Background: an optimization exercise with open tools, aiming at small area and a short achievable clock period. Do not read the settings as production practice.
Function was checked by simulation only, so behaviour that the tests miss may differ from the original.
Power figures rest on the tool's default switching activity, not on a simulated workload.

===== flow/config.mk =====
export PLATFORM = sky130hd
export DESIGN_NAME = xgpon_burst_tx
export DESIGN_NICKNAME = xgpon_burst_tx
export VERILOG_FILES = /design/flow/design.v
export SDC_FILE = /design/flow/constraint.sdc
export NUM_CORES = 4
export LEC_CHECK = 0
export CAP_MARGIN = 20
export CORE_MARGIN = 2
export CORE_UTILIZATION = 40
export SLEW_MARGIN = 20

===== flow/constraint.sdc =====
create_clock -name core_clock -period 4.5 [get_ports {axis_clk}]
set_input_delay 0.9000 -clock core_clock [delete_from_list [all_inputs] [get_ports {axis_clk}]]
set_output_delay 0.9000 -clock core_clock [all_outputs]
set_load 0.01 [all_outputs]

===== flow/design.v =====
package axis_pkg;
    localparam int data_width = 32;                      
    localparam int keep_width = 4;                       
    localparam int byte_width = data_width / keep_width;  
    typedef logic [data_width-1:0] axis_word_t;
    typedef logic [keep_width-1:0] axis_keep_t;
    localparam axis_keep_t keep_all  = '1;   
    localparam axis_keep_t keep_none = '0;   
endpackage
package burst_pkg;
    localparam int count_width = 16;   
    localparam logic [31:0] delimiter_word = 32'hB2C50FA1;
    localparam logic [count_width-1:0] trailer_repeat = 16'd3;    
    localparam logic [count_width-1:0] ifg_words      = 16'd10;   
    localparam logic [count_width-1:0] buffer_depth = 16'd64;     
    localparam logic [count_width-1:0] start_level  = 16'd10;     
    localparam int addr_width = $clog2(buffer_depth);             
    typedef enum logic [2:0] {
        idle,        
        preamble,    
        delimiter,   
        data,        
        trailer,     
        gap          
    } burst_state_t;
endpackage
`timescale 1ns/1ns
module packet_buffer
(
    input  logic       axis_clk,
    input  logic       axis_reset,
    input  axis_pkg::axis_word_t in_data,
    input  axis_pkg::axis_keep_t in_keep,
    input  logic       in_last,
    input  logic       in_user,
    input  logic       in_valid,
    output logic       in_ready,
    input  logic       pop,
    output axis_pkg::axis_word_t head_data,
    output axis_pkg::axis_keep_t head_keep,
    output logic       head_last,
    output logic       head_user,
    output logic       head_valid,
    output logic       burst_ready   
);
    axis_pkg::axis_word_t mem_data [burst_pkg::buffer_depth];
    axis_pkg::axis_keep_t mem_keep [burst_pkg::buffer_depth];
    logic       mem_last [burst_pkg::buffer_depth];
    logic       mem_user [burst_pkg::buffer_depth];
    logic [burst_pkg::addr_width-1:0]  wr_ptr;
    logic [burst_pkg::addr_width-1:0]  rd_ptr;
    logic [burst_pkg::count_width-1:0] word_count;   
    logic [burst_pkg::count_width-1:0] last_count;   
    logic do_write;
    logic do_read;
    assign in_ready = (word_count < burst_pkg::buffer_depth);   
    assign do_write = in_valid && in_ready;
    assign do_read  = pop && head_valid;
    always_ff @(posedge axis_clk) begin
        if (do_write) begin
            mem_data[wr_ptr] <= in_data;
            mem_keep[wr_ptr] <= in_keep;
            mem_last[wr_ptr] <= in_last;
            mem_user[wr_ptr] <= in_user;
        end
    end
    assign head_valid = (word_count != '0);
    assign head_data  = mem_data[rd_ptr];
    assign head_keep  = mem_keep[rd_ptr];
    assign head_last  = mem_last[rd_ptr];
    assign head_user  = mem_user[rd_ptr];
    always_ff @(posedge axis_clk) begin
        if (axis_reset) begin
            wr_ptr      <= '0;
            rd_ptr      <= '0;
            word_count  <= '0;
            last_count  <= '0;
            burst_ready <= 1'b0;
        end else begin
            if (do_write)
                wr_ptr <= wr_ptr + 1'b1;   
            if (do_read)
                rd_ptr <= rd_ptr + 1'b1;
            word_count <= word_count + burst_pkg::count_width'(do_write) - burst_pkg::count_width'(do_read);
            last_count <= last_count
                        + burst_pkg::count_width'(do_write && in_last)
                        - burst_pkg::count_width'(do_read && head_last);
            burst_ready <= (word_count >= burst_pkg::start_level) || (last_count != '0);
        end
    end
endmodule
`timescale 1ns/1ns
module burst_sequencer
(
    input  logic                   axis_clk,
    input  logic                   axis_reset,
    input  logic [burst_pkg::count_width-1:0] preamble_words,    
    input  axis_pkg::axis_word_t             preamble_pattern,
    input  axis_pkg::axis_word_t             trailer_pattern,
    input  axis_pkg::axis_word_t             head_data,
    input  axis_pkg::axis_keep_t             head_keep,
    input  logic                   head_last,
    input  logic                   head_user,
    input  logic                   head_valid,
    input  logic                   burst_ready,
    output logic                   pop,
    output axis_pkg::axis_word_t             out_data,
    output axis_pkg::axis_keep_t             out_keep,
    output logic                   out_last,
    output logic                   out_user,
    output logic                   out_valid
);
    burst_pkg::burst_state_t           state;
    logic [burst_pkg::count_width-1:0] word_cnt;    
    axis_pkg::axis_word_t             data_word;   
    assign pop = head_valid && ((state == burst_pkg::delimiter) || (state == burst_pkg::data));
    always_comb begin
        data_word = head_data;
        if (head_last) begin
            for (int i = 0; i < axis_pkg::keep_width; i++) begin
                if (!head_keep[i])
                    data_word[i*axis_pkg::byte_width +: axis_pkg::byte_width] = '0;   
            end
        end
    end
    always_ff @(posedge axis_clk) begin
        if (axis_reset) begin
            state     <= burst_pkg::idle;
            word_cnt  <= '0;
            out_data  <= '0;
            out_keep  <= axis_pkg::keep_none;
            out_last  <= 1'b0;
            out_user  <= 1'b0;
            out_valid <= 1'b0;
        end else begin
            out_data  <= '0;
            out_keep  <= axis_pkg::keep_none;
            out_last  <= 1'b0;
            out_user  <= 1'b0;
            out_valid <= 1'b0;
            case (state)
                burst_pkg::idle: begin
                    if (burst_ready) begin
                        out_data  <= preamble_pattern;   
                        out_keep  <= axis_pkg::keep_all;
                        out_valid <= 1'b1;
                        word_cnt  <= 16'd1;
                        state     <= burst_pkg::preamble;
                    end
                end
                burst_pkg::preamble: begin
                    out_keep  <= axis_pkg::keep_all;
                    out_valid <= 1'b1;
                    if (word_cnt < preamble_words) begin
                        out_data <= preamble_pattern;
                        word_cnt <= word_cnt + 1'b1;
                    end else begin
                        out_data <= burst_pkg::delimiter_word;   
                        state    <= burst_pkg::delimiter;
                    end
                end
                burst_pkg::delimiter, burst_pkg::data: begin
                    if (head_valid) begin
                        out_data  <= data_word;
                        out_keep  <= head_keep;
                        out_user  <= head_user;
                        out_valid <= 1'b1;
                        if (head_last) begin
                            word_cnt <= '0;
                            state    <= burst_pkg::trailer;
                        end else begin
                            state <= burst_pkg::data;
                        end
                    end else begin
                        state <= burst_pkg::data;
                    end
                end
                burst_pkg::trailer: begin
                    out_data  <= trailer_pattern;
                    out_keep  <= axis_pkg::keep_all;
                    out_valid <= 1'b1;
                    if (word_cnt == burst_pkg::trailer_repeat - 1'b1) begin
                        out_last <= 1'b1;   
                        word_cnt <= '0;
                        state    <= burst_pkg::gap;
                    end else begin
                        word_cnt <= word_cnt + 1'b1;
                    end
                end
                burst_pkg::gap: begin
                    if (word_cnt == burst_pkg::ifg_words - 1'b1) begin
                        word_cnt <= '0;
                        state    <= burst_pkg::idle;
                    end else begin
                        word_cnt <= word_cnt + 1'b1;
                    end
                end
                default: state <= burst_pkg::idle;
            endcase
        end
    end
endmodule
`timescale 1ns/1ns
module xgpon_burst_tx
(
    input  logic                   axis_clk,
    input  logic                   axis_reset,
    input  axis_pkg::axis_word_t             in_data,
    input  axis_pkg::axis_keep_t             in_keep,
    input  logic                   in_last,
    input  logic                   in_user,
    input  logic                   in_valid,
    output logic                   in_ready,
    input  logic [burst_pkg::count_width-1:0] preamble_words,
    input  axis_pkg::axis_word_t             preamble_pattern,
    input  axis_pkg::axis_word_t             trailer_pattern,
    output axis_pkg::axis_word_t             out_data,
    output axis_pkg::axis_keep_t             out_keep,
    output logic                   out_last,
    output logic                   out_user,
    output logic                   out_valid
);
    axis_pkg::axis_word_t head_data;
    axis_pkg::axis_keep_t head_keep;
    logic       head_last;
    logic       head_user;
    logic       head_valid;
    logic       burst_ready;
    logic       pop;
    packet_buffer u_buffer (
        .axis_clk    (axis_clk),
        .axis_reset  (axis_reset),
        .in_data     (in_data),
        .in_keep     (in_keep),
        .in_last     (in_last),
        .in_user     (in_user),
        .in_valid    (in_valid),
        .in_ready    (in_ready),
        .pop         (pop),
        .head_data   (head_data),
        .head_keep   (head_keep),
        .head_last   (head_last),
        .head_user   (head_user),
        .head_valid  (head_valid),
        .burst_ready (burst_ready)
    );
    burst_sequencer u_sequencer (
        .axis_clk         (axis_clk),
        .axis_reset       (axis_reset),
        .preamble_words   (preamble_words),
        .preamble_pattern (preamble_pattern),
        .trailer_pattern  (trailer_pattern),
        .head_data        (head_data),
        .head_keep        (head_keep),
        .head_last        (head_last),
        .head_user        (head_user),
        .head_valid       (head_valid),
        .burst_ready      (burst_ready),
        .pop              (pop),
        .out_data         (out_data),
        .out_keep         (out_keep),
        .out_last         (out_last),
        .out_user         (out_user),
        .out_valid        (out_valid)
    );
endmodule

===== flow/run.sh =====
#!/bin/bash
# synth_recipe.tcl (not shown) runs the flow's synth.tcl, then flattens the netlist and writes it again
# the make line also repeats each setting of config.mk as NAME=value (left out here)
make -C /OpenROAD-flow-scripts/flow DESIGN_CONFIG=/design/flow/config.mk WORK_HOME=/design/flow/orfs CLKGATE_MAP_FILE= SYNTH_SCRIPT=/design/flow/synth_recipe.tcl finish

==> flow_summary.yaml <==
grt:
  grt_max_degree: 132
  grt_use_total_pct: 22.0
  grt.met1_usage_pct: 30.0
  grt.met3_usage_pct: 3.89
  grt_busiest_layer: "met2"
  first_pass_grt_wire_length_mm: 385
  number_of_antenna_violations_at_the_first_check_in_global_routing: 23
  gr-total-overflow: 0
  grt_pass1_vias: 49086
  gr_layer_usage_met2_pct: 35.7
timing:
  layout_setup_ws_ns: 0.243
  fin_hold_ws_ns: 0.383
  final_hold_viol_count: 0
  slew_headroom_pct: 27.0
  rsz0062_at_grt: "false"
  slew_viol_final: 0
  timing_worst_slew_pin_value_ns: 1.09
  setup_viol: 0
  clock_skew_ns: 0.0757
  achievable-frequency_ghz: 0.235
  setup-tns-final_ns: 0
  final_critical_path_share_of_the_clock_period_pct: 94.6
  timing.final.crit_period_ns: 4.26
floorplanning:
  effective_utilization_at_floorplan_pct: 40.1
  die_y_um: 500
  fp.coreArea_um2: 245000
  ios: 161
  dieWidth_um: 500
  rows: 182
  die_area_um2: 250000
cells_and_area:
  postLayoutCellArea_um2: 115000
  num-nets-final: 5025
  final_layout_size_suffix_gt1_share_pct: 29.7
  final_cell_count_no_fill: 8245
  layout-area-overhead-vs-synth_pct: 16.5
power_and_ir_drop:
  netSwitchingPower_w: 0.0138
  peakVddDrop_mv: 0.368
  p_comb_share_pct: 15.5
  switching_share_pct: 23.9
  share_seq_of_total_power_pct: 46.1
  intPower_w: 0.0438
  power.leakage_nw: 35.4
  clock_share_of_power_pct: 38.4
  power_per_cell_area_nw_per_um2: 502
outcome:
  outcome: "timing/DRC/antenna clean"
yosys:
  postSynthRegisterBits: 2541
  synth_top_flop_cell: "edfxtp_1"
  postSynth.asyncResetShare_pct: 0
  post_synth_inst_count: 4370
  synth.cells.most_frequent: "edfxtp_1, mux4_2, nor2_1"
  synth_top_area_share_pct: 74.1
  yosys_warnings: 2
  post_synth_instance_area_um2: 98500
  synth_seq_area_share_pct: 76.4
  synthesis.nets: 4568
  synth.largest_area_cell: "edfxtp_1"
  synth_most_common_cell: "edfxtp_1"
  synthesis.area_per_instance_um2: 22.5
  post_synth_edffs: 2432
  synthDistinctLibCells: 66
  synth_top_cells_by_area: "edfxtp_1, mux4_2, dfxtp_1"
critical_path:
  critPathLaunchType: "flip-flop"
  worstSetupPathType: "flip-flop to flip-flop"
  path_cells: "mux4_2 > mux4_2 > a2111oi_4 > a41oi_2 > nand2_1 > inv_1 > ha_1 > inv_1 > ha_1 > buf_4 > a211oi_1 > o311ai_1 > a41oi_1 > o211ai_1 > a221oi_2 > xnor2_1 > nor2_1"
  highest_fanout_seen_on_the_critical_path: 6
  worst_setup_path_end_kind: "flip-flop"
  critical-path-max-stage-delay_ns: 0.52
  critical_path_s_slowest_cell: "mux4_2"
  worst_path_arrival_time_ns: 5.03
  worstPathRequired_ns: 5.28
clock_tree:
  tritoncts: "done"
  clock-sinks: 2541
  clkSlewWorstSetupHoldPaths_ns: 0.06
  cts_inserted_buffers: 282
  cts_max_level: 5
  root_buffer: "clkbuf_16"
  cts_max_path_buffers: 4
  clock_insertion_delay_worst_skew_ns: 0.93
detailed_routing:
  route.detailed.drc: 0
  avgViaCountPerCell: 5.94
  drt_pass1_iterations: 5
  drt.antenna.violating_nets: 0
  drt_first_iter_violations: 5893
  num_vias: 48935
  wire_per_inst_um: 33.6
  wl_mm: 277
place:
  place.gp.congestion: 0.787
  dp.final_hpwl_mm: 148
  place_worst_setup_slack_ns: 0.0479
  placement.io_buffers: 160
  dp.cells: 7757
  post_dp_cell_area_um2: 106000
run:
  maxCapViolCount: 0
hold_path:
  hold_path.class: "input port to flip-flop"
  hold_path.startpoint: "in_keep[3]"
## state kept, by name (all words and copies together), names as in the netlist, 3 cells and up, named ones only
register	flops
u_sequencer.state	3
u_buffer.mem_last	64
u_buffer.mem_data	2048
u_buffer.word_count	16
u_sequencer.word_cnt	16
u_buffer.wr_ptr	6
u_buffer.mem_keep	256
u_buffer.last_count	16
u_buffer.rd_ptr	6
u_buffer.mem_user	64
u_sequencer.out_data	32
u_sequencer.out_keep	4
## cell families after synthesis
logic type,after synthesis,synth area share [%]
buffers and inverters,296,1.27
and+or+nand+nor,421,1.98
adders and majority gates,77,0.993
xor gates and xnor gates,33,0.293
muxes,765,17.4
DFF,2541,76.4
AOI/OAI and AO/OA,237,1.73
## cell type report
cell class | count | area, um2
well taps | 3220 | 4030
diodes | 6 | 15.0
repair buffers | 395 | 3890
flip-flops and latches | 2541 | 75200
multi-input cells | 1533 | 22600
clock inverters | 125 | 1210
clock buffers | 351 | 7510
inverters | 74 | 285
fillers | 20088 | 131000
## worst paths after layout
check,end,slack [ns],cells past startpoint
worst max-delay path,u_buffer.last_count[13],0.24,17
worst min-delay path,u_buffer.mem_keep[48][3],0.38,1
worst max register to register,u_buffer.last_count[13],0.24,17
worst min register to register,u_buffer.wr_ptr[5],0.60,2
## worst max-delay path, delay by kind of cell (launching register included)
family,cells,cell delay [ns]
AO/OA/AOI/OAI,7,1.66
multiplexers,2,1.03
adder cells (fa/ha/maj),2,0.46
flip-flops,1,0.41
buffers and inverters,3,0.23
AND/OR/NAND/NOR,2,0.22
XOR/XNOR,1,0.15
## layout by cell type, fill, tap and decap left out, drive strengths merged, types with 6 or more instances in the layout
cell type	instances
clkinvlp	7
a22oi	82
nand2b	8
a31oi	6
a21o	9
a32o	13
ha	75
diode	6
clkinv	88
nand2	108
a211oi	8
nand3	56
clkbuf	351
nor2b	19
clkdlybuf4s50	121
bufinv	23
nor2	150
nor3	16
and3	14
a22o	6
nand3b	8
mux4	756
xnor2	20
inv	81
nand4	10
a21oi	38
edfxtp	2432
mux2i	8
o21ai	41
xor2	13
dfxtp	109
buf	274
nor4	7
## stage by stage
stage	power, W	utilization [%]
after floorplan	0.0332	-
after global placement	0.0359	43.1
after detailed placement	0.0360	43.1
after CTS	0.0580	46.7
after global routing	0.0597	46.8
final	0.0576	46.8
## routing by layer
metal	share of wire, %	vias to the layer above
met5	0.0098	-
met4	3.7	4
met3	7.7	481
met2	49	2258
met1	40	26750
li1	-	19442
## repair_timing
item / in CTS / in global routing
hold buffers: 0 / 0
setup buffers: 0 / 4
endpoints found under the setup margin: 0 / 9
resized for setup: 0 / 10
## power groups by stage
stage               sequential [W]  combinational, W  clock (W)
global placement            0.0271           0.00887          0
CTS                         0.0266           0.00896     0.0225
floorplan                   0.0270           0.00620          0
detailed placement          0.0271           0.00894          0
finish                      0.0266           0.00895     0.0221
global route                0.0266           0.00972     0.0233

## static timing again, ports no longer ideal
The flow's constraints put no driver on any port. The routed layout listed below was extracted and timed again, unchanged, in two steps.
Step 1 sets driving cells, clkbuf_16 on the clock port and buf_2 on the other inputs (assumed; they add their load-dependent delay and slew).
Step 2 times the ports against the registers' clock, not the clock port: input delays grow and output delays shrink by t, the midpoint of the rising clock arrivals with the driver on.
a / b / c = ideal / step 1 / step 2; a / b = the first two.
shift t [ns]: 0.999
slack for setup (ns): 0.243 / 0.243 / 0.243
hold WS [ns]: 0.383 / 0.359 / 0.602
clock arrival spread, ns: 0.078 / 0.079
worst register clock-pin slew, ns: 0.07 / 0.07
After both steps this run still meets setup and hold. For this run, drivers alone change the setup slack by 0.000 ns; drivers and shift together by 0.000 ns.
